Background: an optimization exercise with open tools, aiming at small area, a short achievable clock period and few clock cycles. Do not read the settings as production practice.
Function was checked by simulation only, so behaviour that the tests miss may differ from the original.
No activity file was given, so power comes from the tool's default toggle rates.

## flow/config.mk

```make
export PLATFORM = sky130hd
export DESIGN_NAME = window_mac5_acc
export DESIGN_NICKNAME = window_mac5_acc
export VERILOG_FILES = /design/flow/design.v
export SDC_FILE = /design/flow/constraint.sdc
export NUM_CORES = 4
export LEC_CHECK = 0
export CAP_MARGIN = 20
export CORE_MARGIN = 2
export CORE_UTILIZATION = 40
export SETUP_SLACK_MARGIN = 4.0
export SLEW_MARGIN = 20
```

## flow/design.v

```verilog
package window_mac5_acc_pkg;
  typedef enum logic [1:0] {IDLE, ACCUM, DRAIN, OUT} state_t;
  localparam int DEF_WORD_WIDTH = 16;
  localparam int DEF_FRAC_BITS = 8;
endpackage
module booth_enc (
  input  logic [15:0] w,
  output logic [7:0] one,
  output logic [7:0] two,
  output logic [7:0] neg
);
  assign one[0] = w[0] ^ 1'b0;
  assign two[0] = (w[1] & ~w[0] & ~1'b0) | (~w[1] & w[0] & 1'b0);
  assign neg[0] = w[1];
  assign one[1] = w[2] ^ w[1];
  assign two[1] = (w[3] & ~w[2] & ~w[1]) | (~w[3] & w[2] & w[1]);
  assign neg[1] = w[3];
  assign one[2] = w[4] ^ w[3];
  assign two[2] = (w[5] & ~w[4] & ~w[3]) | (~w[5] & w[4] & w[3]);
  assign neg[2] = w[5];
  assign one[3] = w[6] ^ w[5];
  assign two[3] = (w[7] & ~w[6] & ~w[5]) | (~w[7] & w[6] & w[5]);
  assign neg[3] = w[7];
  assign one[4] = w[8] ^ w[7];
  assign two[4] = (w[9] & ~w[8] & ~w[7]) | (~w[9] & w[8] & w[7]);
  assign neg[4] = w[9];
  assign one[5] = w[10] ^ w[9];
  assign two[5] = (w[11] & ~w[10] & ~w[9]) | (~w[11] & w[10] & w[9]);
  assign neg[5] = w[11];
  assign one[6] = w[12] ^ w[11];
  assign two[6] = (w[13] & ~w[12] & ~w[11]) | (~w[13] & w[12] & w[11]);
  assign neg[6] = w[13];
  assign one[7] = w[14] ^ w[13];
  assign two[7] = (w[15] & ~w[14] & ~w[13]) | (~w[15] & w[14] & w[13]);
  assign neg[7] = w[15];
endmodule
module pp_sum (
  input  logic [7:0] one,
  input  logic [7:0] two,
  input  logic [7:0] neg,
  input  logic [18:0] x,
  output logic [34:0] pa,
  output logic [34:0] pb
);
  logic [20:0] xe;
  assign xe = {{2{x[18]}}, x};
  logic [19:0] pp0;
  assign pp0 = ({20{one[0]}} & xe[19:0] | {20{two[0]}} & {xe[18:0], 1'b0}) ^ {20{neg[0]}};
  logic [19:0] pp1;
  assign pp1 = ({20{one[1]}} & xe[19:0] | {20{two[1]}} & {xe[18:0], 1'b0}) ^ {20{neg[1]}};
  logic [19:0] pp2;
  assign pp2 = ({20{one[2]}} & xe[19:0] | {20{two[2]}} & {xe[18:0], 1'b0}) ^ {20{neg[2]}};
  logic [19:0] pp3;
  assign pp3 = ({20{one[3]}} & xe[19:0] | {20{two[3]}} & {xe[18:0], 1'b0}) ^ {20{neg[3]}};
  logic [19:0] pp4;
  assign pp4 = ({20{one[4]}} & xe[19:0] | {20{two[4]}} & {xe[18:0], 1'b0}) ^ {20{neg[4]}};
  logic [19:0] pp5;
  assign pp5 = ({20{one[5]}} & xe[19:0] | {20{two[5]}} & {xe[18:0], 1'b0}) ^ {20{neg[5]}};
  logic [19:0] pp6;
  assign pp6 = ({20{one[6]}} & xe[19:0] | {20{two[6]}} & {xe[18:0], 1'b0}) ^ {20{neg[6]}};
  logic [19:0] pp7;
  assign pp7 = ({20{one[7]}} & xe[19:0] | {20{two[7]}} & {xe[18:0], 1'b0}) ^ {20{neg[7]}};
  logic as1, ac1;
  assign as1 = neg[1] ^ pp0[2];
  assign ac1 = neg[1] & pp0[2];
  logic as2, ac2;
  assign as2 = pp0[3] ^ pp1[1];
  assign ac2 = pp0[3] & pp1[1];
  logic as3, ac3;
  assign as3 = neg[2] ^ pp0[4] ^ pp1[2];
  assign ac3 = (neg[2] & pp0[4]) | (neg[2] & pp1[2]) | (pp0[4] & pp1[2]);
  logic as4, ac4;
  assign as4 = pp2[0] ^ ac2;
  assign ac4 = pp2[0] & ac2;
  logic as5, ac5;
  assign as5 = pp0[5] ^ pp1[3] ^ pp2[1];
  assign ac5 = (pp0[5] & pp1[3]) | (pp0[5] & pp2[1]) | (pp1[3] & pp2[1]);
  logic as6, ac6;
  assign as6 = ac3 ^ ac4;
  assign ac6 = ac3 & ac4;
  logic as7, ac7;
  assign as7 = neg[3] ^ pp0[6] ^ pp1[4];
  assign ac7 = (neg[3] & pp0[6]) | (neg[3] & pp1[4]) | (pp0[6] & pp1[4]);
  logic as8, ac8;
  assign as8 = pp2[2] ^ pp3[0] ^ ac5;
  assign ac8 = (pp2[2] & pp3[0]) | (pp2[2] & ac5) | (pp3[0] & ac5);
  logic as9, ac9;
  assign as9 = as7 ^ ac6;
  assign ac9 = as7 & ac6;
  logic as10, ac10;
  assign as10 = pp0[7] ^ pp1[5] ^ pp2[3];
  assign ac10 = (pp0[7] & pp1[5]) | (pp0[7] & pp2[3]) | (pp1[5] & pp2[3]);
  logic as11, ac11;
  assign as11 = pp3[1] ^ ac7 ^ as10;
  assign ac11 = (pp3[1] & ac7) | (pp3[1] & as10) | (ac7 & as10);
  logic as12, ac12;
  assign as12 = ac8 ^ ac9;
  assign ac12 = ac8 & ac9;
  logic as13, ac13;
  assign as13 = neg[4] ^ pp0[8] ^ pp1[6];
  assign ac13 = (neg[4] & pp0[8]) | (neg[4] & pp1[6]) | (pp0[8] & pp1[6]);
  logic as14, ac14;
  assign as14 = pp2[4] ^ pp3[2] ^ pp4[0];
  assign ac14 = (pp2[4] & pp3[2]) | (pp2[4] & pp4[0]) | (pp3[2] & pp4[0]);
  logic as15, ac15;
  assign as15 = ac10 ^ as13 ^ as14;
  assign ac15 = (ac10 & as13) | (ac10 & as14) | (as13 & as14);
  logic as16, ac16;
  assign as16 = ac11 ^ as15;
  assign ac16 = ac11 & as15;
  logic as17, ac17;
  assign as17 = pp0[9] ^ pp1[7] ^ pp2[5];
  assign ac17 = (pp0[9] & pp1[7]) | (pp0[9] & pp2[5]) | (pp1[7] & pp2[5]);
  logic as18, ac18;
  assign as18 = pp3[3] ^ pp4[1] ^ ac13;
  assign ac18 = (pp3[3] & pp4[1]) | (pp3[3] & ac13) | (pp4[1] & ac13);
  logic as19, ac19;
  assign as19 = ac14 ^ as17 ^ ac15;
  assign ac19 = (ac14 & as17) | (ac14 & ac15) | (as17 & ac15);
  logic as20, ac20;
  assign as20 = as18 ^ ac16;
  assign ac20 = as18 & ac16;
  logic as21, ac21;
  assign as21 = neg[5] ^ pp0[10] ^ pp1[8];
  assign ac21 = (neg[5] & pp0[10]) | (neg[5] & pp1[8]) | (pp0[10] & pp1[8]);
  logic as22, ac22;
  assign as22 = pp2[6] ^ pp3[4] ^ pp4[2];
  assign ac22 = (pp2[6] & pp3[4]) | (pp2[6] & pp4[2]) | (pp3[4] & pp4[2]);
  logic as23, ac23;
  assign as23 = pp5[0] ^ ac17 ^ as21;
  assign ac23 = (pp5[0] & ac17) | (pp5[0] & as21) | (ac17 & as21);
  logic as24, ac24;
  assign as24 = as22 ^ ac18 ^ as23;
  assign ac24 = (as22 & ac18) | (as22 & as23) | (ac18 & as23);
  logic as25, ac25;
  assign as25 = ac19 ^ ac20;
  assign ac25 = ac19 & ac20;
  logic as26, ac26;
  assign as26 = pp0[11] ^ pp1[9] ^ pp2[7];
  assign ac26 = (pp0[11] & pp1[9]) | (pp0[11] & pp2[7]) | (pp1[9] & pp2[7]);
  logic as27, ac27;
  assign as27 = pp3[5] ^ pp4[3] ^ pp5[1];
  assign ac27 = (pp3[5] & pp4[3]) | (pp3[5] & pp5[1]) | (pp4[3] & pp5[1]);
  logic as28, ac28;
  assign as28 = ac21 ^ ac22 ^ as26;
  assign ac28 = (ac21 & ac22) | (ac21 & as26) | (ac22 & as26);
  logic as29, ac29;
  assign as29 = as27 ^ ac23 ^ as28;
  assign ac29 = (as27 & ac23) | (as27 & as28) | (ac23 & as28);
  logic as30, ac30;
  assign as30 = ac24 ^ as29;
  assign ac30 = ac24 & as29;
  logic as31, ac31;
  assign as31 = neg[6] ^ pp0[12] ^ pp1[10];
  assign ac31 = (neg[6] & pp0[12]) | (neg[6] & pp1[10]) | (pp0[12] & pp1[10]);
  logic as32, ac32;
  assign as32 = pp2[8] ^ pp3[6] ^ pp4[4];
  assign ac32 = (pp2[8] & pp3[6]) | (pp2[8] & pp4[4]) | (pp3[6] & pp4[4]);
  logic as33, ac33;
  assign as33 = pp5[2] ^ pp6[0] ^ ac26;
  assign ac33 = (pp5[2] & pp6[0]) | (pp5[2] & ac26) | (pp6[0] & ac26);
  logic as34, ac34;
  assign as34 = ac27 ^ as31 ^ as32;
  assign ac34 = (ac27 & as31) | (ac27 & as32) | (as31 & as32);
  logic as35, ac35;
  assign as35 = ac28 ^ as33 ^ as34;
  assign ac35 = (ac28 & as33) | (ac28 & as34) | (as33 & as34);
  logic as36, ac36;
  assign as36 = ac29 ^ as35;
  assign ac36 = ac29 & as35;
  logic as37, ac37;
  assign as37 = pp0[13] ^ pp1[11] ^ pp2[9];
  assign ac37 = (pp0[13] & pp1[11]) | (pp0[13] & pp2[9]) | (pp1[11] & pp2[9]);
  logic as38, ac38;
  assign as38 = pp3[7] ^ pp4[5] ^ pp5[3];
  assign ac38 = (pp3[7] & pp4[5]) | (pp3[7] & pp5[3]) | (pp4[5] & pp5[3]);
  logic as39, ac39;
  assign as39 = pp6[1] ^ ac31 ^ ac32;
  assign ac39 = (pp6[1] & ac31) | (pp6[1] & ac32) | (ac31 & ac32);
  logic as40, ac40;
  assign as40 = as37 ^ as38 ^ ac33;
  assign ac40 = (as37 & as38) | (as37 & ac33) | (as38 & ac33);
  logic as41, ac41;
  assign as41 = ac34 ^ as39 ^ as40;
  assign ac41 = (ac34 & as39) | (ac34 & as40) | (as39 & as40);
  logic as42, ac42;
  assign as42 = ac35 ^ ac36;
  assign ac42 = ac35 & ac36;
  logic as43, ac43;
  assign as43 = neg[7] ^ pp0[14] ^ pp1[12];
  assign ac43 = (neg[7] & pp0[14]) | (neg[7] & pp1[12]) | (pp0[14] & pp1[12]);
  logic as44, ac44;
  assign as44 = pp2[10] ^ pp3[8] ^ pp4[6];
  assign ac44 = (pp2[10] & pp3[8]) | (pp2[10] & pp4[6]) | (pp3[8] & pp4[6]);
  logic as45, ac45;
  assign as45 = pp5[4] ^ pp6[2] ^ pp7[0];
  assign ac45 = (pp5[4] & pp6[2]) | (pp5[4] & pp7[0]) | (pp6[2] & pp7[0]);
  logic as46, ac46;
  assign as46 = ac37 ^ ac38 ^ as43;
  assign ac46 = (ac37 & ac38) | (ac37 & as43) | (ac38 & as43);
  logic as47, ac47;
  assign as47 = as44 ^ as45 ^ ac39;
  assign ac47 = (as44 & as45) | (as44 & ac39) | (as45 & ac39);
  logic as48, ac48;
  assign as48 = as46 ^ ac40 ^ as47;
  assign ac48 = (as46 & ac40) | (as46 & as47) | (ac40 & as47);
  logic as49, ac49;
  assign as49 = ac41 ^ as48;
  assign ac49 = ac41 & as48;
  logic as50, ac50;
  assign as50 = pp0[15] ^ pp1[13] ^ pp2[11];
  assign ac50 = (pp0[15] & pp1[13]) | (pp0[15] & pp2[11]) | (pp1[13] & pp2[11]);
  logic as51, ac51;
  assign as51 = pp3[9] ^ pp4[7] ^ pp5[5];
  assign ac51 = (pp3[9] & pp4[7]) | (pp3[9] & pp5[5]) | (pp4[7] & pp5[5]);
  logic as52, ac52;
  assign as52 = pp6[3] ^ pp7[1] ^ ac43;
  assign ac52 = (pp6[3] & pp7[1]) | (pp6[3] & ac43) | (pp7[1] & ac43);
  logic as53, ac53;
  assign as53 = ac44 ^ ac45 ^ as50;
  assign ac53 = (ac44 & ac45) | (ac44 & as50) | (ac45 & as50);
  logic as54, ac54;
  assign as54 = as51 ^ ac46 ^ as52;
  assign ac54 = (as51 & ac46) | (as51 & as52) | (ac46 & as52);
  logic as55, ac55;
  assign as55 = as53 ^ ac47 ^ as54;
  assign ac55 = (as53 & ac47) | (as53 & as54) | (ac47 & as54);
  logic as56, ac56;
  assign as56 = ac48 ^ as55;
  assign ac56 = ac48 & as55;
  logic as57, ac57;
  assign as57 = pp0[16] ^ pp1[14] ^ pp2[12];
  assign ac57 = (pp0[16] & pp1[14]) | (pp0[16] & pp2[12]) | (pp1[14] & pp2[12]);
  logic as58, ac58;
  assign as58 = pp3[10] ^ pp4[8] ^ pp5[6];
  assign ac58 = (pp3[10] & pp4[8]) | (pp3[10] & pp5[6]) | (pp4[8] & pp5[6]);
  logic as59, ac59;
  assign as59 = pp6[4] ^ pp7[2] ^ ac50;
  assign ac59 = (pp6[4] & pp7[2]) | (pp6[4] & ac50) | (pp7[2] & ac50);
  logic as60, ac60;
  assign as60 = ac51 ^ as57 ^ as58;
  assign ac60 = (ac51 & as57) | (ac51 & as58) | (as57 & as58);
  logic as61, ac61;
  assign as61 = ac52 ^ ac53 ^ as59;
  assign ac61 = (ac52 & ac53) | (ac52 & as59) | (ac53 & as59);
  logic as62, ac62;
  assign as62 = as60 ^ ac54 ^ as61;
  assign ac62 = (as60 & ac54) | (as60 & as61) | (ac54 & as61);
  logic as63, ac63;
  assign as63 = ac55 ^ as62;
  assign ac63 = ac55 & as62;
  logic as64, ac64;
  assign as64 = pp0[17] ^ pp1[15] ^ pp2[13];
  assign ac64 = (pp0[17] & pp1[15]) | (pp0[17] & pp2[13]) | (pp1[15] & pp2[13]);
  logic as65, ac65;
  assign as65 = pp3[11] ^ pp4[9] ^ pp5[7];
  assign ac65 = (pp3[11] & pp4[9]) | (pp3[11] & pp5[7]) | (pp4[9] & pp5[7]);
  logic as66, ac66;
  assign as66 = pp6[5] ^ pp7[3] ^ ac57;
  assign ac66 = (pp6[5] & pp7[3]) | (pp6[5] & ac57) | (pp7[3] & ac57);
  logic as67, ac67;
  assign as67 = ac58 ^ as64 ^ as65;
  assign ac67 = (ac58 & as64) | (ac58 & as65) | (as64 & as65);
  logic as68, ac68;
  assign as68 = ac59 ^ ac60 ^ as66;
  assign ac68 = (ac59 & ac60) | (ac59 & as66) | (ac60 & as66);
  logic as69, ac69;
  assign as69 = as67 ^ ac61 ^ as68;
  assign ac69 = (as67 & ac61) | (as67 & as68) | (ac61 & as68);
  logic as70, ac70;
  assign as70 = ac62 ^ as69;
  assign ac70 = ac62 & as69;
  logic as71, ac71;
  assign as71 = pp0[18] ^ pp1[16] ^ pp2[14];
  assign ac71 = (pp0[18] & pp1[16]) | (pp0[18] & pp2[14]) | (pp1[16] & pp2[14]);
  logic as72, ac72;
  assign as72 = pp3[12] ^ pp4[10] ^ pp5[8];
  assign ac72 = (pp3[12] & pp4[10]) | (pp3[12] & pp5[8]) | (pp4[10] & pp5[8]);
  logic as73, ac73;
  assign as73 = pp6[6] ^ pp7[4] ^ ac64;
  assign ac73 = (pp6[6] & pp7[4]) | (pp6[6] & ac64) | (pp7[4] & ac64);
  logic as74, ac74;
  assign as74 = ac65 ^ as71 ^ as72;
  assign ac74 = (ac65 & as71) | (ac65 & as72) | (as71 & as72);
  logic as75, ac75;
  assign as75 = ac66 ^ ac67 ^ as73;
  assign ac75 = (ac66 & ac67) | (ac66 & as73) | (ac67 & as73);
  logic as76, ac76;
  assign as76 = as74 ^ ac68 ^ as75;
  assign ac76 = (as74 & ac68) | (as74 & as75) | (ac68 & as75);
  logic as77, ac77;
  assign as77 = ac69 ^ as76;
  assign ac77 = ac69 & as76;
  logic as78, ac78;
  assign as78 = ~pp0[19] ^ pp1[17] ^ pp2[15];
  assign ac78 = (~pp0[19] & pp1[17]) | (~pp0[19] & pp2[15]) | (pp1[17] & pp2[15]);
  logic as79, ac79;
  assign as79 = pp3[13] ^ pp4[11] ^ pp5[9];
  assign ac79 = (pp3[13] & pp4[11]) | (pp3[13] & pp5[9]) | (pp4[11] & pp5[9]);
  logic as80, ac80;
  assign as80 = pp6[7] ^ pp7[5] ^ ac71;
  assign ac80 = (pp6[7] & pp7[5]) | (pp6[7] & ac71) | (pp7[5] & ac71);
  logic as81, ac81;
  assign as81 = ac72 ^ as78 ^ as79;
  assign ac81 = (ac72 & as78) | (ac72 & as79) | (as78 & as79);
  logic as82, ac82;
  assign as82 = ac73 ^ ac74 ^ as80;
  assign ac82 = (ac73 & ac74) | (ac73 & as80) | (ac74 & as80);
  logic as83, ac83;
  assign as83 = as81 ^ ac75 ^ as82;
  assign ac83 = (as81 & ac75) | (as81 & as82) | (ac75 & as82);
  logic as84, ac84;
  assign as84 = ac76 ^ as83;
  assign ac84 = ac76 & as83;
  logic as85, ac85;
  assign as85 = pp1[18] ^ pp2[16] ^ pp3[14];
  assign ac85 = (pp1[18] & pp2[16]) | (pp1[18] & pp3[14]) | (pp2[16] & pp3[14]);
  logic as86, ac86;
  assign as86 = pp4[12] ^ pp5[10] ^ pp6[8];
  assign ac86 = (pp4[12] & pp5[10]) | (pp4[12] & pp6[8]) | (pp5[10] & pp6[8]);
  logic as87, ac87;
  assign as87 = pp7[6] ^ ac78 ^ ac79;
  assign ac87 = (pp7[6] & ac78) | (pp7[6] & ac79) | (ac78 & ac79);
  logic as88, ac88;
  assign as88 = as85 ^ as86 ^ ac80;
  assign ac88 = (as85 & as86) | (as85 & ac80) | (as86 & ac80);
  logic as89, ac89;
  assign as89 = ac81 ^ as87 ^ as88;
  assign ac89 = (ac81 & as87) | (ac81 & as88) | (as87 & as88);
  logic as90, ac90;
  assign as90 = ac82 ^ as89 ^ ac83;
  assign ac90 = (ac82 & as89) | (ac82 & ac83) | (as89 & ac83);
  logic as91, ac91;
  assign as91 = ~pp1[19] ^ pp2[17] ^ pp3[15];
  assign ac91 = (~pp1[19] & pp2[17]) | (~pp1[19] & pp3[15]) | (pp2[17] & pp3[15]);
  logic as92, ac92;
  assign as92 = pp4[13] ^ pp5[11] ^ pp6[9];
  assign ac92 = (pp4[13] & pp5[11]) | (pp4[13] & pp6[9]) | (pp5[11] & pp6[9]);
  logic as93, ac93;
  assign as93 = pp7[7] ^ ac85 ^ ac86;
  assign ac93 = (pp7[7] & ac85) | (pp7[7] & ac86) | (ac85 & ac86);
  logic as94, ac94;
  assign as94 = as91 ^ as92 ^ ac87;
  assign ac94 = (as91 & as92) | (as91 & ac87) | (as92 & ac87);
  logic as95, ac95;
  assign as95 = as93 ^ ac88 ^ as94;
  assign ac95 = (as93 & ac88) | (as93 & as94) | (ac88 & as94);
  logic as96, ac96;
  assign as96 = ac89 ^ as95;
  assign ac96 = ac89 & as95;
  logic as97, ac97;
  assign as97 = pp2[18] ^ pp3[16] ^ pp4[14];
  assign ac97 = (pp2[18] & pp3[16]) | (pp2[18] & pp4[14]) | (pp3[16] & pp4[14]);
  logic as98, ac98;
  assign as98 = pp5[12] ^ pp6[10] ^ pp7[8];
  assign ac98 = (pp5[12] & pp6[10]) | (pp5[12] & pp7[8]) | (pp6[10] & pp7[8]);
  logic as99, ac99;
  assign as99 = ac91 ^ ac92 ^ as97;
  assign ac99 = (ac91 & ac92) | (ac91 & as97) | (ac92 & as97);
  logic as100, ac100;
  assign as100 = as98 ^ ac93 ^ as99;
  assign ac100 = (as98 & ac93) | (as98 & as99) | (ac93 & as99);
  logic as101, ac101;
  assign as101 = ac94 ^ as100 ^ ac95;
  assign ac101 = (ac94 & as100) | (ac94 & ac95) | (as100 & ac95);
  logic as102, ac102;
  assign as102 = ~pp2[19] ^ pp3[17] ^ pp4[15];
  assign ac102 = (~pp2[19] & pp3[17]) | (~pp2[19] & pp4[15]) | (pp3[17] & pp4[15]);
  logic as103, ac103;
  assign as103 = pp5[13] ^ pp6[11] ^ pp7[9];
  assign ac103 = (pp5[13] & pp6[11]) | (pp5[13] & pp7[9]) | (pp6[11] & pp7[9]);
  logic as104, ac104;
  assign as104 = ac97 ^ ac98 ^ as102;
  assign ac104 = (ac97 & ac98) | (ac97 & as102) | (ac98 & as102);
  logic as105, ac105;
  assign as105 = as103 ^ ac99 ^ as104;
  assign ac105 = (as103 & ac99) | (as103 & as104) | (ac99 & as104);
  logic as106, ac106;
  assign as106 = ac100 ^ as105;
  assign ac106 = ac100 & as105;
  logic as107, ac107;
  assign as107 = pp3[18] ^ pp4[16] ^ pp5[14];
  assign ac107 = (pp3[18] & pp4[16]) | (pp3[18] & pp5[14]) | (pp4[16] & pp5[14]);
  logic as108, ac108;
  assign as108 = pp6[12] ^ pp7[10] ^ ac102;
  assign ac108 = (pp6[12] & pp7[10]) | (pp6[12] & ac102) | (pp7[10] & ac102);
  logic as109, ac109;
  assign as109 = ac103 ^ as107 ^ ac104;
  assign ac109 = (ac103 & as107) | (ac103 & ac104) | (as107 & ac104);
  logic as110, ac110;
  assign as110 = as108 ^ ac105 ^ as109;
  assign ac110 = (as108 & ac105) | (as108 & as109) | (ac105 & as109);
  logic as111, ac111;
  assign as111 = ~pp3[19] ^ pp4[17] ^ pp5[15];
  assign ac111 = (~pp3[19] & pp4[17]) | (~pp3[19] & pp5[15]) | (pp4[17] & pp5[15]);
  logic as112, ac112;
  assign as112 = pp6[13] ^ pp7[11] ^ ac107;
  assign ac112 = (pp6[13] & pp7[11]) | (pp6[13] & ac107) | (pp7[11] & ac107);
  logic as113, ac113;
  assign as113 = as111 ^ ac108 ^ as112;
  assign ac113 = (as111 & ac108) | (as111 & as112) | (ac108 & as112);
  logic as114, ac114;
  assign as114 = ac109 ^ as113;
  assign ac114 = ac109 & as113;
  logic as115, ac115;
  assign as115 = pp4[18] ^ pp5[16] ^ pp6[14];
  assign ac115 = (pp4[18] & pp5[16]) | (pp4[18] & pp6[14]) | (pp5[16] & pp6[14]);
  logic as116, ac116;
  assign as116 = pp7[12] ^ ac111 ^ as115;
  assign ac116 = (pp7[12] & ac111) | (pp7[12] & as115) | (ac111 & as115);
  logic as117, ac117;
  assign as117 = ac112 ^ as116 ^ ac113;
  assign ac117 = (ac112 & as116) | (ac112 & ac113) | (as116 & ac113);
  logic as118, ac118;
  assign as118 = ~pp4[19] ^ pp5[17] ^ pp6[15];
  assign ac118 = (~pp4[19] & pp5[17]) | (~pp4[19] & pp6[15]) | (pp5[17] & pp6[15]);
  logic as119, ac119;
  assign as119 = pp7[13] ^ ac115 ^ as118;
  assign ac119 = (pp7[13] & ac115) | (pp7[13] & as118) | (ac115 & as118);
  logic as120, ac120;
  assign as120 = ac116 ^ as119;
  assign ac120 = ac116 & as119;
  logic as121, ac121;
  assign as121 = pp5[18] ^ pp6[16] ^ pp7[14];
  assign ac121 = (pp5[18] & pp6[16]) | (pp5[18] & pp7[14]) | (pp6[16] & pp7[14]);
  logic as122, ac122;
  assign as122 = ac118 ^ as121 ^ ac119;
  assign ac122 = (ac118 & as121) | (ac118 & ac119) | (as121 & ac119);
  logic as123, ac123;
  assign as123 = ~pp5[19] ^ pp6[17] ^ pp7[15];
  assign ac123 = (~pp5[19] & pp6[17]) | (~pp5[19] & pp7[15]) | (pp6[17] & pp7[15]);
  logic as124, ac124;
  assign as124 = ac121 ^ as123;
  assign ac124 = ac121 & as123;
  logic as125, ac125;
  assign as125 = pp6[18] ^ pp7[16] ^ ac123;
  assign ac125 = (pp6[18] & pp7[16]) | (pp6[18] & ac123) | (pp7[16] & ac123);
  logic as126, ac126;
  assign as126 = ~pp6[19] ^ pp7[17];
  assign ac126 = ~pp6[19] & pp7[17];
  assign pa[0] = neg[0];
  assign pb[0] = pp0[0];
  assign pa[1] = pp0[1];
  assign pb[1] = 1'b0;
  assign pa[2] = pp1[0];
  assign pb[2] = as1;
  assign pa[3] = ac1;
  assign pb[3] = as2;
  assign pa[4] = as3;
  assign pb[4] = as4;
  assign pa[5] = as5;
  assign pb[5] = as6;
  assign pa[6] = as8;
  assign pb[6] = as9;
  assign pa[7] = as11;
  assign pb[7] = as12;
  assign pa[8] = ac12;
  assign pb[8] = as16;
  assign pa[9] = as19;
  assign pb[9] = as20;
  assign pa[10] = as24;
  assign pb[10] = as25;
  assign pa[11] = ac25;
  assign pb[11] = as30;
  assign pa[12] = ac30;
  assign pb[12] = as36;
  assign pa[13] = as41;
  assign pb[13] = as42;
  assign pa[14] = ac42;
  assign pb[14] = as49;
  assign pa[15] = ac49;
  assign pb[15] = as56;
  assign pa[16] = ac56;
  assign pb[16] = as63;
  assign pa[17] = ac63;
  assign pb[17] = as70;
  assign pa[18] = ac70;
  assign pb[18] = as77;
  assign pa[19] = ac77;
  assign pb[19] = as84;
  assign pa[20] = ac84;
  assign pb[20] = as90;
  assign pa[21] = as96;
  assign pb[21] = ac90;
  assign pa[22] = ac96;
  assign pb[22] = as101;
  assign pa[23] = as106;
  assign pb[23] = ac101;
  assign pa[24] = ac106;
  assign pb[24] = as110;
  assign pa[25] = as114;
  assign pb[25] = ac110;
  assign pa[26] = ac114;
  assign pb[26] = as117;
  assign pa[27] = as120;
  assign pb[27] = ac117;
  assign pa[28] = ac120;
  assign pb[28] = as122;
  assign pa[29] = as124;
  assign pb[29] = ac122;
  assign pa[30] = ac124;
  assign pb[30] = as125;
  assign pa[31] = as126;
  assign pb[31] = ac125;
  assign pa[32] = pp7[18];
  assign pb[32] = ac126;
  assign pa[33] = ~pp7[19];
  assign pb[33] = 1'b0;
  assign pa[34] = 1'b0;
  assign pb[34] = 1'b0;
endmodule
module acc_add (
  input  logic [41:0] ss,
  input  logic [41:0] sc,
  input  logic [34:0] pa,
  input  logic [34:0] pb,
  output logic [41:0] ns,
  output logic [41:0] nc
);
  logic bs1, bc1;
  assign bs1 = ss[0] ^ sc[0] ^ pa[0];
  assign bc1 = (ss[0] & sc[0]) | (ss[0] & pa[0]) | (sc[0] & pa[0]);
  logic bs2, bc2;
  assign bs2 = ss[1] ^ sc[1] ^ pa[1];
  assign bc2 = (ss[1] & sc[1]) | (ss[1] & pa[1]) | (sc[1] & pa[1]);
  logic bs3, bc3;
  assign bs3 = pb[1] ^ bc1;
  assign bc3 = pb[1] & bc1;
  logic bs4, bc4;
  assign bs4 = ss[2] ^ sc[2] ^ pa[2];
  assign bc4 = (ss[2] & sc[2]) | (ss[2] & pa[2]) | (sc[2] & pa[2]);
  logic bs5, bc5;
  assign bs5 = pb[2] ^ bc2 ^ bs4;
  assign bc5 = (pb[2] & bc2) | (pb[2] & bs4) | (bc2 & bs4);
  logic bs6, bc6;
  assign bs6 = ss[3] ^ sc[3] ^ pa[3];
  assign bc6 = (ss[3] & sc[3]) | (ss[3] & pa[3]) | (sc[3] & pa[3]);
  logic bs7, bc7;
  assign bs7 = pb[3] ^ bc4 ^ bs6;
  assign bc7 = (pb[3] & bc4) | (pb[3] & bs6) | (bc4 & bs6);
  logic bs8, bc8;
  assign bs8 = ss[4] ^ sc[4] ^ pa[4];
  assign bc8 = (ss[4] & sc[4]) | (ss[4] & pa[4]) | (sc[4] & pa[4]);
  logic bs9, bc9;
  assign bs9 = pb[4] ^ bc6 ^ bs8;
  assign bc9 = (pb[4] & bc6) | (pb[4] & bs8) | (bc6 & bs8);
  logic bs10, bc10;
  assign bs10 = ss[5] ^ sc[5] ^ pa[5];
  assign bc10 = (ss[5] & sc[5]) | (ss[5] & pa[5]) | (sc[5] & pa[5]);
  logic bs11, bc11;
  assign bs11 = pb[5] ^ bc8 ^ bs10;
  assign bc11 = (pb[5] & bc8) | (pb[5] & bs10) | (bc8 & bs10);
  logic bs12, bc12;
  assign bs12 = ss[6] ^ sc[6] ^ pa[6];
  assign bc12 = (ss[6] & sc[6]) | (ss[6] & pa[6]) | (sc[6] & pa[6]);
  logic bs13, bc13;
  assign bs13 = pb[6] ^ bc10 ^ bs12;
  assign bc13 = (pb[6] & bc10) | (pb[6] & bs12) | (bc10 & bs12);
  logic bs14, bc14;
  assign bs14 = ss[7] ^ sc[7] ^ pa[7];
  assign bc14 = (ss[7] & sc[7]) | (ss[7] & pa[7]) | (sc[7] & pa[7]);
  logic bs15, bc15;
  assign bs15 = pb[7] ^ bc12 ^ bs14;
  assign bc15 = (pb[7] & bc12) | (pb[7] & bs14) | (bc12 & bs14);
  logic bs16, bc16;
  assign bs16 = ss[8] ^ sc[8] ^ pa[8];
  assign bc16 = (ss[8] & sc[8]) | (ss[8] & pa[8]) | (sc[8] & pa[8]);
  logic bs17, bc17;
  assign bs17 = pb[8] ^ bc14 ^ bs16;
  assign bc17 = (pb[8] & bc14) | (pb[8] & bs16) | (bc14 & bs16);
  logic bs18, bc18;
  assign bs18 = ss[9] ^ sc[9] ^ pa[9];
  assign bc18 = (ss[9] & sc[9]) | (ss[9] & pa[9]) | (sc[9] & pa[9]);
  logic bs19, bc19;
  assign bs19 = pb[9] ^ bc16 ^ bs18;
  assign bc19 = (pb[9] & bc16) | (pb[9] & bs18) | (bc16 & bs18);
  logic bs20, bc20;
  assign bs20 = ss[10] ^ sc[10] ^ pa[10];
  assign bc20 = (ss[10] & sc[10]) | (ss[10] & pa[10]) | (sc[10] & pa[10]);
  logic bs21, bc21;
  assign bs21 = pb[10] ^ bc18 ^ bs20;
  assign bc21 = (pb[10] & bc18) | (pb[10] & bs20) | (bc18 & bs20);
  logic bs22, bc22;
  assign bs22 = ss[11] ^ sc[11] ^ pa[11];
  assign bc22 = (ss[11] & sc[11]) | (ss[11] & pa[11]) | (sc[11] & pa[11]);
  logic bs23, bc23;
  assign bs23 = pb[11] ^ bc20 ^ bs22;
  assign bc23 = (pb[11] & bc20) | (pb[11] & bs22) | (bc20 & bs22);
  logic bs24, bc24;
  assign bs24 = ss[12] ^ sc[12] ^ pa[12];
  assign bc24 = (ss[12] & sc[12]) | (ss[12] & pa[12]) | (sc[12] & pa[12]);
  logic bs25, bc25;
  assign bs25 = pb[12] ^ bc22 ^ bs24;
  assign bc25 = (pb[12] & bc22) | (pb[12] & bs24) | (bc22 & bs24);
  logic bs26, bc26;
  assign bs26 = ss[13] ^ sc[13] ^ pa[13];
  assign bc26 = (ss[13] & sc[13]) | (ss[13] & pa[13]) | (sc[13] & pa[13]);
  logic bs27, bc27;
  assign bs27 = pb[13] ^ bc24 ^ bs26;
  assign bc27 = (pb[13] & bc24) | (pb[13] & bs26) | (bc24 & bs26);
  logic bs28, bc28;
  assign bs28 = ss[14] ^ sc[14] ^ pa[14];
  assign bc28 = (ss[14] & sc[14]) | (ss[14] & pa[14]) | (sc[14] & pa[14]);
  logic bs29, bc29;
  assign bs29 = pb[14] ^ bc26 ^ bs28;
  assign bc29 = (pb[14] & bc26) | (pb[14] & bs28) | (bc26 & bs28);
  logic bs30, bc30;
  assign bs30 = ss[15] ^ sc[15] ^ pa[15];
  assign bc30 = (ss[15] & sc[15]) | (ss[15] & pa[15]) | (sc[15] & pa[15]);
  logic bs31, bc31;
  assign bs31 = pb[15] ^ bc28 ^ bs30;
  assign bc31 = (pb[15] & bc28) | (pb[15] & bs30) | (bc28 & bs30);
  logic bs32, bc32;
  assign bs32 = ss[16] ^ sc[16] ^ pa[16];
  assign bc32 = (ss[16] & sc[16]) | (ss[16] & pa[16]) | (sc[16] & pa[16]);
  logic bs33, bc33;
  assign bs33 = pb[16] ^ bc30 ^ bs32;
  assign bc33 = (pb[16] & bc30) | (pb[16] & bs32) | (bc30 & bs32);
  logic bs34, bc34;
  assign bs34 = ss[17] ^ sc[17] ^ pa[17];
  assign bc34 = (ss[17] & sc[17]) | (ss[17] & pa[17]) | (sc[17] & pa[17]);
  logic bs35, bc35;
  assign bs35 = pb[17] ^ bc32 ^ bs34;
  assign bc35 = (pb[17] & bc32) | (pb[17] & bs34) | (bc32 & bs34);
  logic bs36, bc36;
  assign bs36 = ss[18] ^ sc[18] ^ pa[18];
  assign bc36 = (ss[18] & sc[18]) | (ss[18] & pa[18]) | (sc[18] & pa[18]);
  logic bs37, bc37;
  assign bs37 = pb[18] ^ bc34 ^ bs36;
  assign bc37 = (pb[18] & bc34) | (pb[18] & bs36) | (bc34 & bs36);
  logic bs38, bc38;
  assign bs38 = 1'b1 ^ ss[19] ^ sc[19];
  assign bc38 = (1'b1 & ss[19]) | (1'b1 & sc[19]) | (ss[19] & sc[19]);
  logic bs39, bc39;
  assign bs39 = pa[19] ^ pb[19] ^ bc36;
  assign bc39 = (pa[19] & pb[19]) | (pa[19] & bc36) | (pb[19] & bc36);
  logic bs40, bc40;
  assign bs40 = bs38 ^ bc37;
  assign bc40 = bs38 & bc37;
  logic bs41, bc41;
  assign bs41 = 1'b1 ^ ss[20] ^ sc[20];
  assign bc41 = (1'b1 & ss[20]) | (1'b1 & sc[20]) | (ss[20] & sc[20]);
  logic bs42, bc42;
  assign bs42 = pa[20] ^ pb[20] ^ bc38;
  assign bc42 = (pa[20] & pb[20]) | (pa[20] & bc38) | (pb[20] & bc38);
  logic bs43, bc43;
  assign bs43 = bs41 ^ bc39 ^ bs42;
  assign bc43 = (bs41 & bc39) | (bs41 & bs42) | (bc39 & bs42);
  logic bs44, bc44;
  assign bs44 = ss[21] ^ sc[21] ^ pa[21];
  assign bc44 = (ss[21] & sc[21]) | (ss[21] & pa[21]) | (sc[21] & pa[21]);
  logic bs45, bc45;
  assign bs45 = pb[21] ^ bc41 ^ bs44;
  assign bc45 = (pb[21] & bc41) | (pb[21] & bs44) | (bc41 & bs44);
  logic bs46, bc46;
  assign bs46 = bc42 ^ bs45;
  assign bc46 = bc42 & bs45;
  logic bs47, bc47;
  assign bs47 = 1'b1 ^ ss[22] ^ sc[22];
  assign bc47 = (1'b1 & ss[22]) | (1'b1 & sc[22]) | (ss[22] & sc[22]);
  logic bs48, bc48;
  assign bs48 = pa[22] ^ pb[22] ^ bc44;
  assign bc48 = (pa[22] & pb[22]) | (pa[22] & bc44) | (pb[22] & bc44);
  logic bs49, bc49;
  assign bs49 = bs47 ^ bc45 ^ bs48;
  assign bc49 = (bs47 & bc45) | (bs47 & bs48) | (bc45 & bs48);
  logic bs50, bc50;
  assign bs50 = ss[23] ^ sc[23] ^ pa[23];
  assign bc50 = (ss[23] & sc[23]) | (ss[23] & pa[23]) | (sc[23] & pa[23]);
  logic bs51, bc51;
  assign bs51 = pb[23] ^ bc47 ^ bs50;
  assign bc51 = (pb[23] & bc47) | (pb[23] & bs50) | (bc47 & bs50);
  logic bs52, bc52;
  assign bs52 = bc48 ^ bs51;
  assign bc52 = bc48 & bs51;
  logic bs53, bc53;
  assign bs53 = 1'b1 ^ ss[24] ^ sc[24];
  assign bc53 = (1'b1 & ss[24]) | (1'b1 & sc[24]) | (ss[24] & sc[24]);
  logic bs54, bc54;
  assign bs54 = pa[24] ^ pb[24] ^ bc50;
  assign bc54 = (pa[24] & pb[24]) | (pa[24] & bc50) | (pb[24] & bc50);
  logic bs55, bc55;
  assign bs55 = bs53 ^ bc51 ^ bs54;
  assign bc55 = (bs53 & bc51) | (bs53 & bs54) | (bc51 & bs54);
  logic bs56, bc56;
  assign bs56 = ss[25] ^ sc[25] ^ pa[25];
  assign bc56 = (ss[25] & sc[25]) | (ss[25] & pa[25]) | (sc[25] & pa[25]);
  logic bs57, bc57;
  assign bs57 = pb[25] ^ bc53 ^ bs56;
  assign bc57 = (pb[25] & bc53) | (pb[25] & bs56) | (bc53 & bs56);
  logic bs58, bc58;
  assign bs58 = bc54 ^ bs57;
  assign bc58 = bc54 & bs57;
  logic bs59, bc59;
  assign bs59 = 1'b1 ^ ss[26] ^ sc[26];
  assign bc59 = (1'b1 & ss[26]) | (1'b1 & sc[26]) | (ss[26] & sc[26]);
  logic bs60, bc60;
  assign bs60 = pa[26] ^ pb[26] ^ bc56;
  assign bc60 = (pa[26] & pb[26]) | (pa[26] & bc56) | (pb[26] & bc56);
  logic bs61, bc61;
  assign bs61 = bs59 ^ bc57 ^ bs60;
  assign bc61 = (bs59 & bc57) | (bs59 & bs60) | (bc57 & bs60);
  logic bs62, bc62;
  assign bs62 = ss[27] ^ sc[27] ^ pa[27];
  assign bc62 = (ss[27] & sc[27]) | (ss[27] & pa[27]) | (sc[27] & pa[27]);
  logic bs63, bc63;
  assign bs63 = pb[27] ^ bc59 ^ bs62;
  assign bc63 = (pb[27] & bc59) | (pb[27] & bs62) | (bc59 & bs62);
  logic bs64, bc64;
  assign bs64 = bc60 ^ bs63;
  assign bc64 = bc60 & bs63;
  logic bs65, bc65;
  assign bs65 = 1'b1 ^ ss[28] ^ sc[28];
  assign bc65 = (1'b1 & ss[28]) | (1'b1 & sc[28]) | (ss[28] & sc[28]);
  logic bs66, bc66;
  assign bs66 = pa[28] ^ pb[28] ^ bc62;
  assign bc66 = (pa[28] & pb[28]) | (pa[28] & bc62) | (pb[28] & bc62);
  logic bs67, bc67;
  assign bs67 = bs65 ^ bc63 ^ bs66;
  assign bc67 = (bs65 & bc63) | (bs65 & bs66) | (bc63 & bs66);
  logic bs68, bc68;
  assign bs68 = ss[29] ^ sc[29] ^ pa[29];
  assign bc68 = (ss[29] & sc[29]) | (ss[29] & pa[29]) | (sc[29] & pa[29]);
  logic bs69, bc69;
  assign bs69 = pb[29] ^ bc65 ^ bs68;
  assign bc69 = (pb[29] & bc65) | (pb[29] & bs68) | (bc65 & bs68);
  logic bs70, bc70;
  assign bs70 = bc66 ^ bs69;
  assign bc70 = bc66 & bs69;
  logic bs71, bc71;
  assign bs71 = 1'b1 ^ ss[30] ^ sc[30];
  assign bc71 = (1'b1 & ss[30]) | (1'b1 & sc[30]) | (ss[30] & sc[30]);
  logic bs72, bc72;
  assign bs72 = pa[30] ^ pb[30] ^ bc68;
  assign bc72 = (pa[30] & pb[30]) | (pa[30] & bc68) | (pb[30] & bc68);
  logic bs73, bc73;
  assign bs73 = bs71 ^ bc69 ^ bs72;
  assign bc73 = (bs71 & bc69) | (bs71 & bs72) | (bc69 & bs72);
  logic bs74, bc74;
  assign bs74 = ss[31] ^ sc[31] ^ pa[31];
  assign bc74 = (ss[31] & sc[31]) | (ss[31] & pa[31]) | (sc[31] & pa[31]);
  logic bs75, bc75;
  assign bs75 = pb[31] ^ bc71 ^ bs74;
  assign bc75 = (pb[31] & bc71) | (pb[31] & bs74) | (bc71 & bs74);
  logic bs76, bc76;
  assign bs76 = bc72 ^ bs75;
  assign bc76 = bc72 & bs75;
  logic bs77, bc77;
  assign bs77 = 1'b1 ^ ss[32] ^ sc[32];
  assign bc77 = (1'b1 & ss[32]) | (1'b1 & sc[32]) | (ss[32] & sc[32]);
  logic bs78, bc78;
  assign bs78 = pa[32] ^ pb[32] ^ bc74;
  assign bc78 = (pa[32] & pb[32]) | (pa[32] & bc74) | (pb[32] & bc74);
  logic bs79, bc79;
  assign bs79 = bs77 ^ bc75 ^ bs78;
  assign bc79 = (bs77 & bc75) | (bs77 & bs78) | (bc75 & bs78);
  logic bs80, bc80;
  assign bs80 = ss[33] ^ sc[33] ^ pa[33];
  assign bc80 = (ss[33] & sc[33]) | (ss[33] & pa[33]) | (sc[33] & pa[33]);
  logic bs81, bc81;
  assign bs81 = pb[33] ^ bc77 ^ bs80;
  assign bc81 = (pb[33] & bc77) | (pb[33] & bs80) | (bc77 & bs80);
  logic bs82, bc82;
  assign bs82 = bc78 ^ bs81;
  assign bc82 = bc78 & bs81;
  logic bs83, bc83;
  assign bs83 = 1'b1 ^ ss[34] ^ sc[34];
  assign bc83 = (1'b1 & ss[34]) | (1'b1 & sc[34]) | (ss[34] & sc[34]);
  logic bs84, bc84;
  assign bs84 = pa[34] ^ pb[34] ^ bc80;
  assign bc84 = (pa[34] & pb[34]) | (pa[34] & bc80) | (pb[34] & bc80);
  logic bs85, bc85;
  assign bs85 = bs83 ^ bc81 ^ bs84;
  assign bc85 = (bs83 & bc81) | (bs83 & bs84) | (bc81 & bs84);
  logic bs86, bc86;
  assign bs86 = 1'b1 ^ ss[35] ^ sc[35];
  assign bc86 = (1'b1 & ss[35]) | (1'b1 & sc[35]) | (ss[35] & sc[35]);
  logic bs87, bc87;
  assign bs87 = bc83 ^ bs86 ^ bc84;
  assign bc87 = (bc83 & bs86) | (bc83 & bc84) | (bs86 & bc84);
  logic bs88, bc88;
  assign bs88 = 1'b1 ^ ss[36] ^ sc[36];
  assign bc88 = (1'b1 & ss[36]) | (1'b1 & sc[36]) | (ss[36] & sc[36]);
  logic bs89, bc89;
  assign bs89 = bc86 ^ bs88;
  assign bc89 = bc86 & bs88;
  logic bs90, bc90;
  assign bs90 = 1'b1 ^ ss[37] ^ sc[37];
  assign bc90 = (1'b1 & ss[37]) | (1'b1 & sc[37]) | (ss[37] & sc[37]);
  logic bs91, bc91;
  assign bs91 = bc88 ^ bs90;
  assign bc91 = bc88 & bs90;
  logic bs92, bc92;
  assign bs92 = 1'b1 ^ ss[38] ^ sc[38];
  assign bc92 = (1'b1 & ss[38]) | (1'b1 & sc[38]) | (ss[38] & sc[38]);
  logic bs93, bc93;
  assign bs93 = bc90 ^ bs92;
  assign bc93 = bc90 & bs92;
  logic bs94, bc94;
  assign bs94 = 1'b1 ^ ss[39] ^ sc[39];
  assign bc94 = (1'b1 & ss[39]) | (1'b1 & sc[39]) | (ss[39] & sc[39]);
  logic bs95, bc95;
  assign bs95 = bc92 ^ bs94;
  assign bc95 = bc92 & bs94;
  logic bs96, bc96;
  assign bs96 = 1'b1 ^ ss[40] ^ sc[40];
  assign bc96 = (1'b1 & ss[40]) | (1'b1 & sc[40]) | (ss[40] & sc[40]);
  logic bs97, bc97;
  assign bs97 = bc94 ^ bs96;
  assign bc97 = bc94 & bs96;
  logic bs98, bc98;
  assign bs98 = 1'b1 ^ ss[41] ^ sc[41];
  assign bc98 = (1'b1 & ss[41]) | (1'b1 & sc[41]) | (ss[41] & sc[41]);
  logic bs99, bc99;
  assign bs99 = bc96 ^ bs98;
  assign bc99 = bc96 & bs98;
  assign ns[0] = pb[0];
  assign nc[0] = bs1;
  assign ns[1] = bs2;
  assign nc[1] = bs3;
  assign ns[2] = bc3;
  assign nc[2] = bs5;
  assign ns[3] = bc5;
  assign nc[3] = bs7;
  assign ns[4] = bc7;
  assign nc[4] = bs9;
  assign ns[5] = bc9;
  assign nc[5] = bs11;
  assign ns[6] = bc11;
  assign nc[6] = bs13;
  assign ns[7] = bc13;
  assign nc[7] = bs15;
  assign ns[8] = bc15;
  assign nc[8] = bs17;
  assign ns[9] = bc17;
  assign nc[9] = bs19;
  assign ns[10] = bc19;
  assign nc[10] = bs21;
  assign ns[11] = bc21;
  assign nc[11] = bs23;
  assign ns[12] = bc23;
  assign nc[12] = bs25;
  assign ns[13] = bc25;
  assign nc[13] = bs27;
  assign ns[14] = bc27;
  assign nc[14] = bs29;
  assign ns[15] = bc29;
  assign nc[15] = bs31;
  assign ns[16] = bc31;
  assign nc[16] = bs33;
  assign ns[17] = bc33;
  assign nc[17] = bs35;
  assign ns[18] = bc35;
  assign nc[18] = bs37;
  assign ns[19] = bs39;
  assign nc[19] = bs40;
  assign ns[20] = bc40;
  assign nc[20] = bs43;
  assign ns[21] = bs46;
  assign nc[21] = bc43;
  assign ns[22] = bc46;
  assign nc[22] = bs49;
  assign ns[23] = bs52;
  assign nc[23] = bc49;
  assign ns[24] = bc52;
  assign nc[24] = bs55;
  assign ns[25] = bs58;
  assign nc[25] = bc55;
  assign ns[26] = bc58;
  assign nc[26] = bs61;
  assign ns[27] = bs64;
  assign nc[27] = bc61;
  assign ns[28] = bc64;
  assign nc[28] = bs67;
  assign ns[29] = bs70;
  assign nc[29] = bc67;
  assign ns[30] = bc70;
  assign nc[30] = bs73;
  assign ns[31] = bs76;
  assign nc[31] = bc73;
  assign ns[32] = bc76;
  assign nc[32] = bs79;
  assign ns[33] = bs82;
  assign nc[33] = bc79;
  assign ns[34] = bc82;
  assign nc[34] = bs85;
  assign ns[35] = bc85;
  assign nc[35] = bs87;
  assign ns[36] = bs89;
  assign nc[36] = bc87;
  assign ns[37] = bc89;
  assign nc[37] = bs91;
  assign ns[38] = bc91;
  assign nc[38] = bs93;
  assign ns[39] = bc93;
  assign nc[39] = bs95;
  assign ns[40] = bc95;
  assign nc[40] = bs97;
  assign ns[41] = bc97;
  assign nc[41] = bs99;
endmodule
import window_mac5_acc_pkg::*;
module window_mac5_acc #(
  parameter int WORD_WIDTH = window_mac5_acc_pkg::DEF_WORD_WIDTH,
  parameter int FRAC_BITS  = window_mac5_acc_pkg::DEF_FRAC_BITS,
  parameter int CNT_WIDTH  = 8
) (
  input  logic                  clk,
  input  logic                  rst,
  input  logic                  w_load,
  input  logic [2:0]            w_idx,
  input  logic [WORD_WIDTH-1:0] w_data,
  input  logic                  start,
  input  logic [CNT_WIDTH-1:0]  acc_len,
  input  logic                  in_valid,
  input  logic [WORD_WIDTH-1:0] data_in_0,
  input  logic [WORD_WIDTH-1:0] data_in_1,
  input  logic [WORD_WIDTH-1:0] data_in_2,
  input  logic [WORD_WIDTH-1:0] data_in_3,
  input  logic [WORD_WIDTH-1:0] data_in_4,
  output logic                  busy,
  output logic                  out_valid,
  output logic [WORD_WIDTH-1:0] out_data
);
  localparam int XW = WORD_WIDTH + 3;             
  localparam int SW = 2 * WORD_WIDTH + CNT_WIDTH + 2;   
  localparam int PW = 35;                         
  localparam int L1 = 7;                          
  localparam int L2 = 13;
  localparam logic [CNT_WIDTH-1:0] DONE_CNT = CNT_WIDTH'(-7);
  logic [4:0][WORD_WIDTH-1:0] weight;
  logic [4:0][WORD_WIDTH-1:0] window;
  logic [4:0][XW-1:0] x_sum, x_keep, x_add, x_nxt;
  logic [4:0] x_c1, x_c2, c1_nxt, c2_nxt;
  logic [4:0] ring;
  logic [XW-1:0] xr, x_sel, x_pick;
  logic c1_sel, c2_sel;
  logic [WORD_WIDTH-1:0] w_sel;
  logic [WORD_WIDTH/2-1:0] one, two, neg, one_r, two_r, neg_r;
  logic [PW-1:0] pa, pb, pa_r, pb_r;
  logic [SW-1:0] acc_s, acc_c, nxt_s, nxt_c, total;
  logic [CNT_WIDTH-1:0] cnt;
  logic accum;
  logic idle, busy_nx;
  logic [4:0] ring_nx, keep;
  logic go, accept, last, fire;
  logic [SW-FRAC_BITS-1:0] rounded;
  logic [WORD_WIDTH-1:0] result;
  assign window = {data_in_4, data_in_3, data_in_2, data_in_1, data_in_0};
  assign go = !busy && start && acc_len != '0;
  assign accept = accum && in_valid;
  assign last = accept && cnt == CNT_WIDTH'(1);
  assign fire = busy && !accum && cnt == DONE_CNT;
  assign busy_nx = busy ? !fire : go;
  assign ring_nx = {ring[3:0], ring[4]};
  for (genvar i = 0; i < 5; i++) begin : g_tap
    assign x_keep[i] = keep[i] ? x_sum[i] : XW'(0);
    assign x_add[i] = accept ? XW'($signed(window[i])) : XW'(0);
    assign {c1_nxt[i], x_nxt[i][L1-1:0]} = (L1+1)'(x_keep[i][L1-1:0]) + (L1+1)'(x_add[i][L1-1:0]);
    assign {c2_nxt[i], x_nxt[i][L2-1:L1]} = (L2-L1+1)'(x_keep[i][L2-1:L1])
                                          + (L2-L1+1)'(x_add[i][L2-1:L1]) + (L2-L1+1)'(keep[i] && x_c1[i]);
    assign x_nxt[i][XW-1:L2] = x_keep[i][XW-1:L2] + x_add[i][XW-1:L2] + (XW-L2)'(keep[i] && x_c2[i]);
  end
  always_comb begin
    x_sel = '0;
    c1_sel = 1'b0;
    c2_sel = 1'b0;
    w_sel = '0;
    for (int i = 0; i < 5; i++) begin
      x_sel = x_sel | ({XW{ring[i]}} & x_sum[i]);
      c1_sel = c1_sel | (ring[i] & x_c1[i]);
      c2_sel = c2_sel | (ring[i] & x_c2[i]);
      w_sel = w_sel | ({WORD_WIDTH{ring[i]}} & weight[i]);
    end
  end
  assign x_pick = {x_sel[XW-1:L1] + (XW-L1)'({c2_sel, {(L2-L1-1){1'b0}}, c1_sel}), x_sel[L1-1:0]};
  booth_enc u_enc (
    .w(w_sel),
    .one(one),
    .two(two),
    .neg(neg)
  );
  pp_sum u_pp (
    .one(one_r),
    .two(two_r),
    .neg(neg_r),
    .x(xr),
    .pa(pa),
    .pb(pb)
  );
  acc_add u_acc (
    .ss(acc_s),
    .sc(acc_c),
    .pa(pa_r),
    .pb(pb_r),
    .ns(nxt_s),
    .nc(nxt_c)
  );
  assign total = acc_s + acc_c;
  assign rounded = total[SW-1:FRAC_BITS];
  always_comb begin
    if (&rounded[SW-FRAC_BITS-1:WORD_WIDTH-1] || ~|rounded[SW-FRAC_BITS-1:WORD_WIDTH-1])
      result = rounded[WORD_WIDTH-1:0];
    else
      result = {rounded[SW-FRAC_BITS-1], {(WORD_WIDTH-1){~rounded[SW-FRAC_BITS-1]}}};
  end
  always_ff @(posedge clk) begin
    x_sum <= x_nxt;
    x_c1 <= c1_nxt;
    x_c2 <= c2_nxt;
    xr <= (idle || rst) ? '0 : x_pick;
    one_r <= one;
    two_r <= two;
    neg_r <= neg;
    pa_r <= pa;
    pb_r <= pb;
    acc_s <= idle ? SW'(1 << (FRAC_BITS - 1)) : nxt_s;
    acc_c <= idle ? '0 : nxt_c;
    keep <= (busy_nx && !rst) ? ~ring_nx : '0;
    cnt <= busy ? cnt - CNT_WIDTH'(!accum || in_valid) : acc_len;
    if (rst) begin
      ring <= 5'b00001;
      busy <= 1'b0;
      idle <= 1'b1;
      accum <= 1'b0;
      out_valid <= 1'b0;
      out_data <= '0;
      for (int i = 0; i < 5; i++) weight[i] <= '0;
    end else begin
      ring <= ring_nx;
      busy <= busy_nx;
      idle <= !busy_nx;
      accum <= accum ? !last : go;
      out_valid <= fire;
      if (fire) out_data <= result;
      for (int i = 0; i < 5; i++)
        if (!busy && w_load && w_idx == 3'(i)) weight[i] <= w_data;
    end
  end
endmodule
```

## flow/run.sh

```bash
#!/bin/bash
# synth_recipe.tcl (not shown) runs the flow's synth.tcl, then flattens the netlist and writes it again
# the make line also repeats each setting of config.mk as NAME=value (left out here)
make -C /OpenROAD-flow-scripts/flow DESIGN_CONFIG=/design/flow/config.mk WORK_HOME=/design/flow/orfs CLKGATE_MAP_FILE= SYNTH_SCRIPT=/design/flow/synth_recipe.tcl finish
```

## flow/constraint.sdc

```tcl
create_clock -name core_clock -period 7.5 [get_ports {clk}]
set_input_delay 1.5000 -clock core_clock [delete_from_list [all_inputs] [get_ports {clk}]]
set_output_delay 1.5000 -clock core_clock [all_outputs]
set_load 0.01 [all_outputs]
```

==> impl_metrics.csv <==
group,metric,value,unit
setup_path,critPathCaptureType,"register",
placement,place_hpwl,49000,um
cts,cts_buffers,45,
setup_path,path_class,"register to register",
setup_path,cp-start-kind,"register",
drt,final_antenna_net_count,0,
power_and_ir_drop,total_leakage_power,13.4,nW
global_route,first_global_vias,20800,
drt,met3_wirelength,4090,um
drt,highest-signal-layer,"met4",
die,start_util,40.4,%
cts,cts.path.max_buffers,3,
synth,synth_nets,3347,
synth,synth_area,0.0265,sq mm
synth,synth_seq_cells,415,
power_and_ir_drop,power.total,0.00630,W
setup_path,reg2reg_from,"acc_s[5]",
global_route,grt_max_degree,86,
cts,path_clk_slew,0.06,ns
synth,synth.yosys.warnings,1,
cts,postCtsHoldBufs,0,
power_and_ir_drop,peakVddDrop,148,uV
layout,post-route-cell-area,0.0309,sq mm
drt,firstDrtPassIters,8,
layout,syn_to_final_growth,16.5,%
global_route,grt_first_pass_wirelength,110000,um
placement,gp_congestion,0.880,
timing,slew_viol_final,0,
timing,fmax,287,MHz
synth,ys_types,67,
drt,routedWlPerCell,17.8,um
die,die_w,262,um
timing,relSlewSlack,39.7,%
timing,skew,0.0207,ns
synth,async_flop_share,0,%
die,die_area,0.0684,sq mm
drt,wirelength,67600,um
cts,clk_latency,0.58,ns
synth,synth_edf_count,0,
cts,cts.sink_count,415,
layout,drive_gt1_share,9.39,%
setup_path,required,8.02,ns
cts,cts_tree,"yes",
die,rows,94,
timing,fin_setup_tns,0,ns
timing,period_needed,3.49,ns
setup_path,path_cells,"ha_4, nand4_1, o22ai_4, nand2_2, a21boi_4, o2111ai_4, a211oi_4, o31a_1, nor2_1, or3_1, o211ai_4, clkbuf_16, o221a_4",
synth,yosysSeqAreaShare,31.3,%
global_route,grtUsageTotal,20.0,%
drt,vias,20200,
cts,root_buffer,"clkbuf_16",
hold_path,hold_class,"register to register",
placement,io_buffers,129,
setup_path,worst_ep_arrival_time,4.01,ns
timing,hold_viol,0,
synth,synth_area_per_cell,9.27,sq um
drt,met1_length,30300,um
layout,n_antenna_cell,0,
power_and_ir_drop,powerDensity,204,mW/mm^2
setup_path,cpPeakStageDelay,0.41,ns
layout,nets,3375,
outcome,status,"finished clean",
timing,post-route-period-util,46.5,%
flow_run,cap_viol_max_count,0,
setup_path,startpoint,"acc_s[5]",
drt,avgViaCountPerCell,5.32,
die,ios,130,
drt,wl_met2,31300,um
setup_path,rr_endpoint,"out_data[12]",
setup_path,reg2reg_depth,13,
die,die_h,262,um
timing,worst_pin_slew,0.904,ns
setup_path,rrSetupSlack,4.01,ns
global_route,grt_antenna_before_repair,0,
setup_path,path_max_fanout,7,
synth,synthCells,2864,
setup_path,cp-endpoint,"out_data[12]",
drt,drc_errors,0,
placement,postPlaceCellArea,0.0284,sq mm
synth,synth_top_flop_cell,"dfxtp_1",
die,core,0.0657,sq mm
cts,htree_levels,2,
timing,finalSetupViolCount,0,
drt,drt_iter0_drc,1473,
setup_path,cp_slowest_cell,"or3_1",
global_route,grt_overflow,0,
timing,rsz0062_at_grt,"true",
==> critical path, delay by kind of cell, from the launching register on <==
family,cells,cell delay (ns)
AOI/OAI and AO/OA,7,1.81
and+or+nand+nor,4,0.80
adders and majority gates,1,0.26
DFF,1,0.35
buffers and inverters,1,0.20
==> flip-flops by register name, summed over array words and instances (netlist names), 8 cells and up <==
register and count:
cnt 8, neg_r 8, one_r 8, weight 80, acc_c 42, xr 19, acc_s 41, out_data 16
x_sum 95, pa_r 34, two_r 8, pb_r 31
==> cell type report <==
cell class | count | area, sq um
fillers | 6126 | 34800
inverters | 279 | 1050
flip-flops and latches | 415 | 8400
clock inverters | 29 | 320
multi-input cells | 1980 | 17200
repair buffers | 171 | 1650
clock buffers | 54 | 1220
well taps | 864 | 1080
==> power breakdown <==
group          leakage [nW]  switching (W)  internal, W  total (W)
clock                 0.748       0.000955      0.00135    0.00230
sequential             3.40       0.000144      0.00236    0.00250
combinational          9.29       0.000826     0.000669    0.00150
total                  13.4        0.00193      0.00438    0.00630
==> metrics by stage <==
step | hold slack [ns] | cells | setup slack, ns | util, %
CTS | 0.452 | 3779 | 4.00 | 45.9
floorplan | 0.347 | 2864 | 3.97 | -
finish | 0.444 | 3792 | 4.01 | 47.1
global placement | 0.428 | 3690 | 3.43 | 43.1
global route | 0.463 | 3792 | 3.83 | 47.1
detailed placement | 0.440 | 3691 | 3.33 | 43.1
==> routing by layer <==
layer	GRT usage, %	up-vias
met5	0	-
met1	26.9	9770
met2	33.0	638
li1	-	9658
met3	2.88	123
met4	6.60	0
==> synth_stat cells, types with 7 or more instances <==
| master | n | area [sq um] |
|---|---|---|
| fa_1 | 191 | 3820 |
| clkbuf_1 | 166 | 623 |
| nand2b_1 | 16 | 100 |
| o221a_2 | 15 | 169 |
| nand3_1 | 16 | 80.1 |
| a22oi_1 | 180 | 1350 |
| and3_1 | 76 | 475 |
| xnor2_1 | 168 | 1470 |
| o21ai_0 | 43 | 215 |
| nand2_1 | 241 | 905 |
| ha_1 | 180 | 2250 |
| o211ai_1 | 9 | 67.6 |
| and2_1 | 85 | 532 |
| a21o_1 | 36 | 270 |
| dfxtp_1 | 415 | 8310 |
| o21a_1 | 7 | 52.6 |
| a31oi_1 | 9 | 56.3 |
| a21oi_1 | 167 | 836 |
| mux2i_1 | 33 | 330 |
| xor2_1 | 113 | 990 |
| inv_1 | 278 | 1040 |
| nor2b_1 | 94 | 588 |
| o21bai_1 | 18 | 135 |
| and4_1 | 7 | 61.3 |
| nor3_1 | 24 | 120 |
| nor4_1 | 13 | 81.3 |
| a211oi_1 | 8 | 60.1 |
| nand4_1 | 19 | 119 |
| nor2_1 | 114 | 428 |
| buf_1 | 16 | 60.1 |
| a222oi_1 | 37 | 370 |
==> how the worst min path moves through the flow <==
stage | endpoint | cells after the start | start
after floorplan | pa_r[0] | 0 | neg_r[0]
after global placement | acc_s[0] | 1 | nxt_s[0]
after detailed placement | acc_s[0] | 1 | nxt_s[0]
after CTS | acc_s[0] | 1 | nxt_s[0]
after global routing | acc_s[0] | 1 | nxt_s[0]
final | acc_s[0] | 1 | nxt_s[0]
==> cell families (layout without fill, tap and decap cells) <==
| family | count (synthesis) | after routing | synth area share (%) |
|---|---|---|---|
| and+or+nand+nor | 725 | 725 | 13.7 |
| AOI/OAI and AO/OA | 570 | 570 | 14.9 |
| buffers and inverters | 469 | 533 | 6.72 |
| DFF | 415 | 415 | 31.3 |
| adders and majority gates | 371 | 371 | 22.9 |
| xor gates and xnor gates | 281 | 281 | 9.27 |
| muxes | 33 | 33 | 1.24 |
==> cells in the final DEF, fill, tap and decap left out, types with 6 or more instances in the layout <==
master / count
ha_1: 152
buf_4: 38
a22oi_1: 180
o21a_1: 7
o22ai_1: 6
fa_1: 191
nand4_1: 19
nor3_2: 6
xor2_1: 113
and3_1: 75
and4_1: 7
clkinv_4: 7
clkinv_2: 9
a21oi_1: 156
and2_1: 83
o21ai_1: 7
o21ai_0: 37
clkdlybuf4s50_1: 127
dfxtp_2: 20
dfxtp_1: 378
o211ai_1: 9
a21o_1: 36
nand2b_1: 16
nand2_1: 236
o221a_4: 14
a21oi_2: 10
ha_4: 17
nor2_1: 110
xnor2_1: 163
mux2i_1: 33
nand3_1: 14
dfxtp_4: 17
ha_2: 11
nor3_1: 17
clkbuf_16: 48
nor4_1: 8
a222oi_1: 37
o21bai_1: 18
inv_1: 278
nor2b_1: 94
==> what timing repair did <==
| item | CTS | global route |
|---|---|---|
| gates cloned | 0 | 1 |
| setup endpoints to repair | 33 | 30 |
| gates resized for setup | 70 | 117 |
| pin swaps | 10 | 24 |
| buffers inserted | 5 | 12 |
Testbench counts, summed over its fixed seeds: cycles 17,141.

## re-timing with driven ports
No port has a modelled driver above. Below, the same layout with a new extraction and two added sets of constraints.
Step 1, drivers: a clkbuf_16 drives clk and a buf_2 each remaining input, both assumed.
Step 2 adds t to the input delays and takes it off the output delays; t is the mean of the earliest and latest rising clock arrival at the registers after step 1. Input paths then give back, and output paths get back, about the clock's delay inside the block.
a / b / c = ideal ports / drivers / drivers and shift; a / b = the first two.
t, ns: 0.633
slack for setup (ns): 4.012 / 4.012 / 3.601
worst hold slack (ns): 0.444 / 0.444 / 0.444
slew at the worst register clock pin (ns): 0.07 / 0.07
pins driven straight from the clock port: 1
After both steps setup and hold are still met in this run. The setup slack of this run moves by 0.000 ns with the drivers and by -0.411 ns with both steps.
